Source: an optimization exercise on an open RTL-to-GDS flow (aim: small area, a short achievable clock period and few clock cycles). Production flows keep margins and buffers that such runs may drop.
RTL that was checked went through simulation tests only; none was proved equivalent to the original.
No activity file was given, so power comes from the tool's default toggle rates.

// i2c_master_transfer_sequencer
module i2c_master_transfer_sequencer (
  input  wire logic       clk_i,
  input  wire logic       rst_ni,
  input  wire logic       in_valid_i,
  output logic            in_ready_o,
  input  wire logic [2:0] mode_i,
  input  wire logic [6:0] target_address_i,
  input  wire logic [7:0] byte_count_i,
  input  wire logic [4:0] byte_index_i,
  input  wire logic [7:0] data_byte_i,
  input  wire logic [3:0] bus_status_i,
  output logic            out_valid_o,
  input  wire logic       out_ready_i,
  output logic      [2:0] return_code_o,
  output logic      [3:0] bus_action_o,
  output logic      [7:0] bus_byte_o,
  output logic      [2:0] driver_state_o,
  output logic      [5:0] bytes_available_o,
  output logic      [7:0] buffer_byte_o
);
export LEC_CHECK = 0
export ABC_CLOCK_PERIOD_IN_PS = 2500
export CAP_MARGIN = 20
export CORE_MARGIN = 2
export CORE_UTILIZATION = 40
export SETUP_SLACK_MARGIN = 3.0
export SLEW_MARGIN = 20
create_clock -name core_clock -period 5.5 [get_ports {clk_i}]
run.sh (not shown) runs the stock make flow with config.mk's settings and CLKGATE_MAP_FILE= SYNTH_SCRIPT=/design/flow/synth_recipe.tcl, a recipe that flattens the netlist after the stock synthesis.
The starting point finished with timing, DRC and antenna clean.
Testbench counts at the start, summed over its fixed seeds: cycles 19,019.
Rerun with:
ABC_CLOCK_PERIOD_IN_PS = unset   (was 2500)
SETUP_SLACK_MARGIN = unset   (was 3.0)
=> The changed run finished with timing, DRC and antenna clean; cell area shrinks by about a fifth; synthesized area does not change; sequential power hardly moves; total power shrinks by roughly a tenth; fmax shrinks by a quarter to a third; global-route usage shrinks by 3.4 points; setup slack gets worse by 1.2 ns; flip-flop and latch count is unchanged.

* * *

i2c_master_transfer_sequencer, a different RTL version from the one above (not shown whole).
Size in the first run: about 2400 cells after synthesis, roughly 28000 um2 of cells after synthesis.
==> flow/design.v (excerpt) <==
module i2c_master_transfer_sequencer (
  input  wire logic       clk_i,
  input  wire logic       rst_ni,
  input  wire logic       in_valid_i,
  output logic            in_ready_o,
  input  wire logic [2:0] mode_i,
  input  wire logic [6:0] target_address_i,
  input  wire logic [7:0] byte_count_i,
  input  wire logic [4:0] byte_index_i,
  input  wire logic [7:0] data_byte_i,
  input  wire logic [3:0] bus_status_i,
  output logic            out_valid_o,
  input  wire logic       out_ready_i,
  output logic      [2:0] return_code_o,
  output logic      [3:0] bus_action_o,
  output logic      [7:0] bus_byte_o,
  output logic      [2:0] driver_state_o,
  output logic      [5:0] bytes_available_o,
  output logic      [7:0] buffer_byte_o
);
Settings: LEC_CHECK=0, ABC_CLOCK_PERIOD_IN_PS=2400, CAP_MARGIN=20, CORE_MARGIN=2, CORE_UTILIZATION=60, SETUP_SLACK_MARGIN=3.1, SLEW_MARGIN=20, TNS_END_PERCENT=20; clock period 5.5 ns.
Testbench counts at the start, summed over its fixed seeds: cycles 19,019.
Rerun with:
- CTS_BUF_LIST: default -> sky130_fd_sc_hd__clkbuf_8
Hold slack loses 0.016 ns.
Clock power falls by 13%.
Count of clock-buffer cells in the layout rises by 29.
Total power falls by 3.7%.
Design area falls by 1.3%.
Worst setup slack loses 0.011 ns.
Combinational power hardly moves.
Global-route usage falls by 0.15 points.
Final cell count rises by about 1.7%.
Die area stays the same.
Clock skew rises by 0.025 ns.

* * *

Setup of build 76:
i2c_master_transfer_sequencer, a different RTL version from the one above (not shown whole).
Size in the first run: roughly 2500 cells after synthesis, roughly 670 flip-flops, ~73 I/O pins.
export LEC_CHECK = 0
export ABC_CLOCK_PERIOD_IN_PS = 2100
export CAP_MARGIN = 20
export CORE_MARGIN = 2
export CORE_UTILIZATION = 60
export SETUP_SLACK_MARGIN = 3.4
export SLEW_MARGIN = 20
export TNS_END_PERCENT = 10
create_clock -name core_clock -period 5.5 [get_ports {clk_i}]
Testbench counts of build 76, summed over its fixed seeds: cycles 19,019.
For build 1, these inputs were changed with respect to build 76:
- swapping 10 for 20 in TNS_END_PERCENT
- swapping 3.4 for 3.1 in SETUP_SLACK_MARGIN
- swapping 2100 for 2400 in ABC_CLOCK_PERIOD_IN_PS
### Flow results
Build 1 against build 76; total power after layout is down slightly. Going from build 76 to build 1, number of inserted filler cells in the final layout shrinks by 1.5%. Via count of the routed design up 167 in build 1 wrt build 76. | final layout net count | build 1 vs build 76 | 1.5% higher |. On internal power component, the higher figure sits with build 76, not build 1. Between build 76 and build 1, the flow reports count of clock-buffer cells in the layout decreasing by a few percent. Summary of build 1 over build 76: post-detailed-routing wire length climbed about 1.2%; routed length on met1 climbed 1.9%; minimum period implied by the final worst setup slack dropped 69 ps.
## Diff of input files: build 73 against build 1
- removing TNS_END_PERCENT (formerly 20)
- changing SETUP_SLACK_MARGIN from 3.1 to 3.0
- changing CORE_UTILIZATION from 60 to 40
- changing ABC_CLOCK_PERIOD_IN_PS from 2400 to 2500
==> comparison <==
- Build 73 does better than build 1 on shortest clock period the worst path allows after layout.
- Of build 73 and build 1, the higher combinational share of power belongs to build 1.
- Share of the final layout cell area in multi-input gates: build 73 < build 1
- Between build 1 and build 73, the flow reports wire length of the first global-routing pass increasing by a few percent.
- Number of standard cells in the final layout excluding fillers grows by more than 10% when moving from build 1 to build 73.
- Compare build 73 and build 1 | design area lower: build 1
- In the tables for build 73 and build 1, global-route usage reads lower with build 73.
- Build 73: layout overhead on the synthesized area higher than build 1
- The run with more setup slack is build 73; build 1 has less.

* * *

Setup of job 6729:
i2c_master_transfer_sequencer, a different RTL version from the one above (not shown whole).
Size in the first run: ~2,500 cells after synthesis, roughly 680 flip-flops, roughly 73 I/O pins, ~29,000 um2 of cells after synthesis.
Design i2c_master_transfer_sequencer, start of the top module:
module i2c_master_transfer_sequencer (
  input  wire logic       clk_i,
  input  wire logic       rst_ni,
  input  wire logic       in_valid_i,
  output logic            in_ready_o,
  input  wire logic [2:0] mode_i,
  input  wire logic [6:0] target_address_i,
  input  wire logic [7:0] byte_count_i,
  input  wire logic [4:0] byte_index_i,
  input  wire logic [7:0] data_byte_i,
  input  wire logic [3:0] bus_status_i,
  output logic            out_valid_o,
  input  wire logic       out_ready_i,
  output logic      [2:0] return_code_o,
  output logic      [3:0] bus_action_o,
  output logic      [7:0] bus_byte_o,
  output logic      [2:0] driver_state_o,
  output logic      [5:0] bytes_available_o,
  output logic      [7:0] buffer_byte_o
);
Settings: LEC_CHECK=0, ABC_CLOCK_PERIOD_IN_PS=2400, CAP_MARGIN=20, CORE_MARGIN=2, CORE_UTILIZATION=60, CTS_BUF_LIST=sky130_fd_sc_hd__clkbuf_8, SETUP_SLACK_MARGIN=3.1, SLEW_MARGIN=20, TNS_END_PERCENT=20; clock period 5.5 ns.
In summary, job 6729 completed successfully, with a layout that passed the timing, design-rule and antenna checks.
> inputs changed (job 6729 -> job 389)
# job 6729
export LEC_CHECK = 0
export ABC_CLOCK_PERIOD_IN_PS = 2400
export CAP_MARGIN = 20
export CORE_MARGIN = 2
export CORE_UTILIZATION = 60
export CTS_BUF_LIST = sky130_fd_sc_hd__clkbuf_8
export SETUP_SLACK_MARGIN = 3.1
export SLEW_MARGIN = 20
export TNS_END_PERCENT = 20
create_clock -name core_clock -period 5.5 [get_ports {clk_i}]
# job 389
export LEC_CHECK = 0
export ABC_CLOCK_PERIOD_IN_PS = 2400
export CAP_MARGIN = 20
export CORE_MARGIN = 2
export CORE_UTILIZATION = 60
export SETUP_SLACK_MARGIN = 3.1
export SLEW_MARGIN = 20
export TNS_END_PERCENT = 20
create_clock -name core_clock -period 5.5 [get_ports {clk_i}]
--- outcome ---
Job 389 against job 6729: total routing resource utilization after global routing saw little to no change, area of all placed cells without fillers saw little to no change, shortest clock period the worst path allows after layout saw an increase, via-per-instance ratio saw an increase.
Function was not checked in any run of this note: the RTL went through the layout flow alone.

## afterwards: timing with drivers on the ports
Ports are ideal in the flow. The routed layouts listed here were re-timed in OpenROAD. Step 1: set_driving_cell puts a clkbuf_16 on clk_i and a buf_2 on each other input, an assumption about the parent block. Step 2 adds t to the input delays and takes it off the output delays; t is the mean of the earliest and latest rising clock arrival at the registers after step 1. Input paths then give back, and output paths get back, about the clock's delay inside the block. Three values: ideal, step 1, step 2; two values: the first two.
run	t, ns	setup WS [ns]	worst setup path after step 2	cell pins on the clock port's net
the first run of note 1	0.699	1.962 / 1.962 / 1.962	register to register	1
the second run of note 1	0.686	0.767 / 0.767 / 0.767	register to register	1
the first run of note 2	0.676	2.784 / 2.784 / 2.313	input to register	1
the second run of note 2	0.777	2.772 / 2.772 / 2.345	input to register	1
build 76	0.688	2.676 / 2.676 / 2.558	input to register	1
build 1	0.681	2.744 / 2.744 / 2.442	input to register	1
build 73	0.689	2.762 / 2.762 / 2.526	input to register	1
job 6729	0.782	2.817 / 2.817 / 2.312	input to register	1
job 389	0.683	2.810 / 2.810 / 2.340	input to register	1
After both steps setup and hold are still met in every run listed. For job 6729, which loses most, drivers alone change the setup slack by 0.000 ns; drivers and shift together by -0.505 ns.
